Context: an optimization exercise on an open-source flow, tuned for small area. The choices shown serve that exercise and are no tape-out recipe. Where RTL was checked, it was by simulation tests only, not by an equivalence proof against the original. Power is estimated from default activity; no workload was simulated.

Design eee_imgproc, start of the top module:
module eee_imgproc (
	input  logic                clk,
	input  logic                reset_n,
	input  logic [23:0]         sink_data,
	input  logic                sink_valid,
	output logic                sink_ready,
	input  logic                sink_sop,
	input  logic                sink_eop,
	output logic [23:0]         source_data,
	output logic                source_valid,
	input  logic                source_ready,
	output logic                source_sop,
	output logic                source_eop,
	input  logic                mode,              
	input  logic                s_chipselect,
	input  logic                s_read,
	input  logic                s_write,
	input  host_pkg::reg_addr_t s_address,
	output logic [31:0]         s_readdata,
	input  logic [31:0]         s_writedata
);
Size: ~1300 cells after synthesis, about 430 flip-flops, about 130 I/O pins.
export LEC_CHECK = 0
export CAP_MARGIN = 20
export CORE_MARGIN = 2
export CORE_UTILIZATION = 40
export SLEW_MARGIN = 20
create_clock -name core_clock -period 5.0 [get_ports {clk}]
standard.sh (not shown) runs the stock make flow with config.mk's settings and CLKGATE_MAP_FILE= SYNTH_SCRIPT=/design/flow/synth_recipe.tcl, a recipe that flattens the netlist after the stock synthesis.
==> flow/flow/run.sh <==
#!/bin/bash
# Standard ORFS layout, with small port buffers and a clock tree without dummy loads.
set -euo pipefail
bash standard.sh synth > synth.log 2>&1
export BUFFER_PORTS_ARGS="-buffer_cell sky130_fd_sc_hd__buf_1"
export CTS_ARGS="-sink_clustering_enable -repair_clock_nets -dont_use_dummy_load -buf_list sky130_fd_sc_hd__clkbuf_8"
bash standard.sh finish > layout.log 2>&1
Change:
==> flow/flow/run.sh (replaced) <==
#!/bin/bash
# Standard ORFS layout, with small port buffers and a clock tree without dummy loads.
set -euo pipefail
bash standard.sh synth > synth.log 2>&1
export BUFFER_PORTS_ARGS="-buffer_cell sky130_fd_sc_hd__buf_1"
export CTS_ARGS="-sink_clustering_enable -repair_clock_nets -dont_use_dummy_load -buf_list {sky130_fd_sc_hd__clkbuf_4 sky130_fd_sc_hd__clkbuf_8 sky130_fd_sc_hd__clkbuf_16}"
bash standard.sh finish > layout.log 2>&1
Outcome: Count of clock-buffer cells in the layout drops by 25; clock power increases by roughly a tenth; cell area climbs slightly; non-clock buffer count stays the same; final cell count went down slightly; setup slack improves by 47 ps; sequential power stays flat; routed wire length fell slightly; synthesized area is unchanged.
Function was not checked in any run of this note: the RTL went through the layout flow alone.

== before ==
Another version of the RTL of eee_imgproc (not shown whole).
Size: about 1300 cells after synthesis, ~430 flip-flops, ~130 I/O pins, ~18000 um2 of cells after synthesis.
export LEC_CHECK = 0
export CAP_MARGIN = 5
export CORE_MARGIN = 2
export CORE_UTILIZATION = 40
export SLEW_MARGIN = 5
create_clock -name core_clock -period 5.0 [get_ports {clk}]
==> flow/flow/run.sh <==
#!/bin/bash
# Standard ORFS layout, with small port buffers and a clock tree without dummy loads.
set -euo pipefail
bash standard.sh synth > synth.log 2>&1
export BUFFER_PORTS_ARGS="-buffer_cell sky130_fd_sc_hd__buf_1"
export CTS_ARGS="-sink_clustering_enable -repair_clock_nets -dont_use_dummy_load -buf_list sky130_fd_sc_hd__clkbuf_8 -sink_clustering_size 16 -sink_clustering_max_diameter 60 -sink_buffer_max_cap_derate 0.03"
bash standard.sh finish > layout.log 2>&1
Input-level comparison between after and before:
- swapping 40 for 65 in CORE_UTILIZATION
## What came out
Taking before as the reference, in after later-pin clock latency in the skew report decreased by 0.02 ns relative to the old numbers, wire length of the first global-routing pass decreased by 4200 um relative to the old numbers, final clock period utilization by the worst path decreased by 2.9 points relative to the old numbers.

Another version of the RTL of eee_imgproc (not shown whole).
For scale: ~1400 cells after synthesis, ~430 flip-flops, ~130 I/O pins, ~0.018 mm^2 of cells after synthesis.
// eee_imgproc
module eee_imgproc (
	input  logic                clk,
	input  logic                reset_n,
	input  logic [23:0]         sink_data,
	input  logic                sink_valid,
	output logic                sink_ready,
	input  logic                sink_sop,
	input  logic                sink_eop,
	output logic [23:0]         source_data,
	output logic                source_valid,
	input  logic                source_ready,
	output logic                source_sop,
	output logic                source_eop,
	input  logic                mode,              
	input  logic                s_chipselect,
	input  logic                s_read,
	input  logic                s_write,
	input  host_pkg::reg_addr_t s_address,
	output logic [31:0]         s_readdata,
	input  logic [31:0]         s_writedata
);
	logic        hv;           
	logic [23:0] hd;
	logic        hsop;
	logic        heop;
	logic        held_ready;
	logic        advance;
	assign held_ready = ~source_valid | source_ready;
	assign sink_ready = ~hv | held_ready;
	assign advance    = hv & held_ready;
	always_ff @(posedge clk) begin
		if (!reset_n) begin
			hv <= 1'b0;
		end else if (sink_ready) begin
			hv <= sink_valid;
		end
	end
	always_ff @(posedge clk) begin
		if (sink_valid & sink_ready) begin
			hd   <= sink_data;
			hsop <= sink_sop;
			heop <= sink_eop;
		end
	end
	logic       video;
	logic [9:0] x;
	logic [8:0] y;
	logic [9:0] xmin, xmax;    
	logic [8:0] ymin, ymax;    
	logic       hit;
	logic       bright;
	logic       pix;
	logic       pixel_hit;
	logic       frame_done;
	logic       x_lt, x_gt;
	logic [9:0] nxt_xmin, nxt_xmax;
	logic [8:0] nxt_ymin, nxt_ymax;
	logic       found;
	logic [9:0] bl, br;
	logic [8:0] bt, bb;
	assign bright     = hd[23] & hd[15] & hd[7];
	assign pix        = advance & ~hsop & video;
	assign pixel_hit  = pix & bright;
	assign frame_done = pix & heop;
	assign hit        = ~&ymin;
	assign x_lt = x < xmin;
	assign x_gt = x > xmax;
	assign nxt_xmin = (pixel_hit & x_lt) ? x : xmin;
	assign nxt_xmax = (pixel_hit & x_gt) ? x : xmax;
	assign nxt_ymin = (pixel_hit & ~hit) ? y : ymin;
	assign nxt_ymax = pixel_hit ? y : ymax;   
	always_ff @(posedge clk) begin
		if (!reset_n) begin
			video <= 1'b0;
		end else if (advance & hsop) begin
			video <= (hd[3:0] == 4'h0);
		end
	end
  ...
clock: 5.0 ns
lec_check: 0
cap_margin: 5
core_margin: 2
core_utilization: 40
cts_buf_list: sky130_fd_sc_hd__clkbuf_2
cts_cluster_size: 30
slew_margin: 5
run.sh (not shown) runs the stock make flow with config.mk's settings and CLKGATE_MAP_FILE= SYNTH_SCRIPT=/design/flow/synth_recipe.tcl, a recipe that flattens the netlist after the stock synthesis.
Stock flow here: none of the scripts above is used.
Edit:
CAP_MARGIN = 20   (was 5)
CTS_BUF_LIST = sky130_fd_sc_hd__clkbuf_4   (was sky130_fd_sc_hd__clkbuf_2)
CTS_CLUSTER_SIZE = unset   (was 30)
SLEW_MARGIN = 20   (was 5)
=>
- global-route usage is about the same
- final area grows by 2.0%
- core utilization grows by 0.94 points
- clock-buffer cell count grows by 8

[separate check: timing with driven ports]
The results above use ideal ports. As a check the final layouts listed here were re-extracted and re-timed, cells and wires unchanged.
Step 1, drivers: a clkbuf_16 drives clk and a buf_2 each remaining input, both assumed.
Step 2 also shifts input and output timing later by t, the mid clock arrival at the registers, as if the neighbouring blocks saw the same clock.
Three values: ideal ports, drivers, drivers and shift; two values: the first two.
| run | t, ns | slack for setup (ns) | worst setup path after step 2 | cell pins on the clock port's net |
|---|---|---|---|---|
| the first run of note 1 | 0.628 | 0.666 / 0.616 / 1.244 | register to output | 1 |
| the second run of note 1 | 0.582 | 0.713 / 0.662 / 1.244 | register to output | 1 |
| before | 0.603 | 0.152 / 0.102 / 0.705 | register to output | 1 |
| after | 0.589 | 0.295 / 0.247 / 0.837 | register to output | 1 |
| the first run of note 3 | 1.047 | 0.262 / 0.210 / 0.959 | input to register | 1 |
| the second run of note 3 | 0.845 | 0.302 / 0.252 / 0.930 | input to register | 1 |
After both steps setup and hold are still met in every run listed.
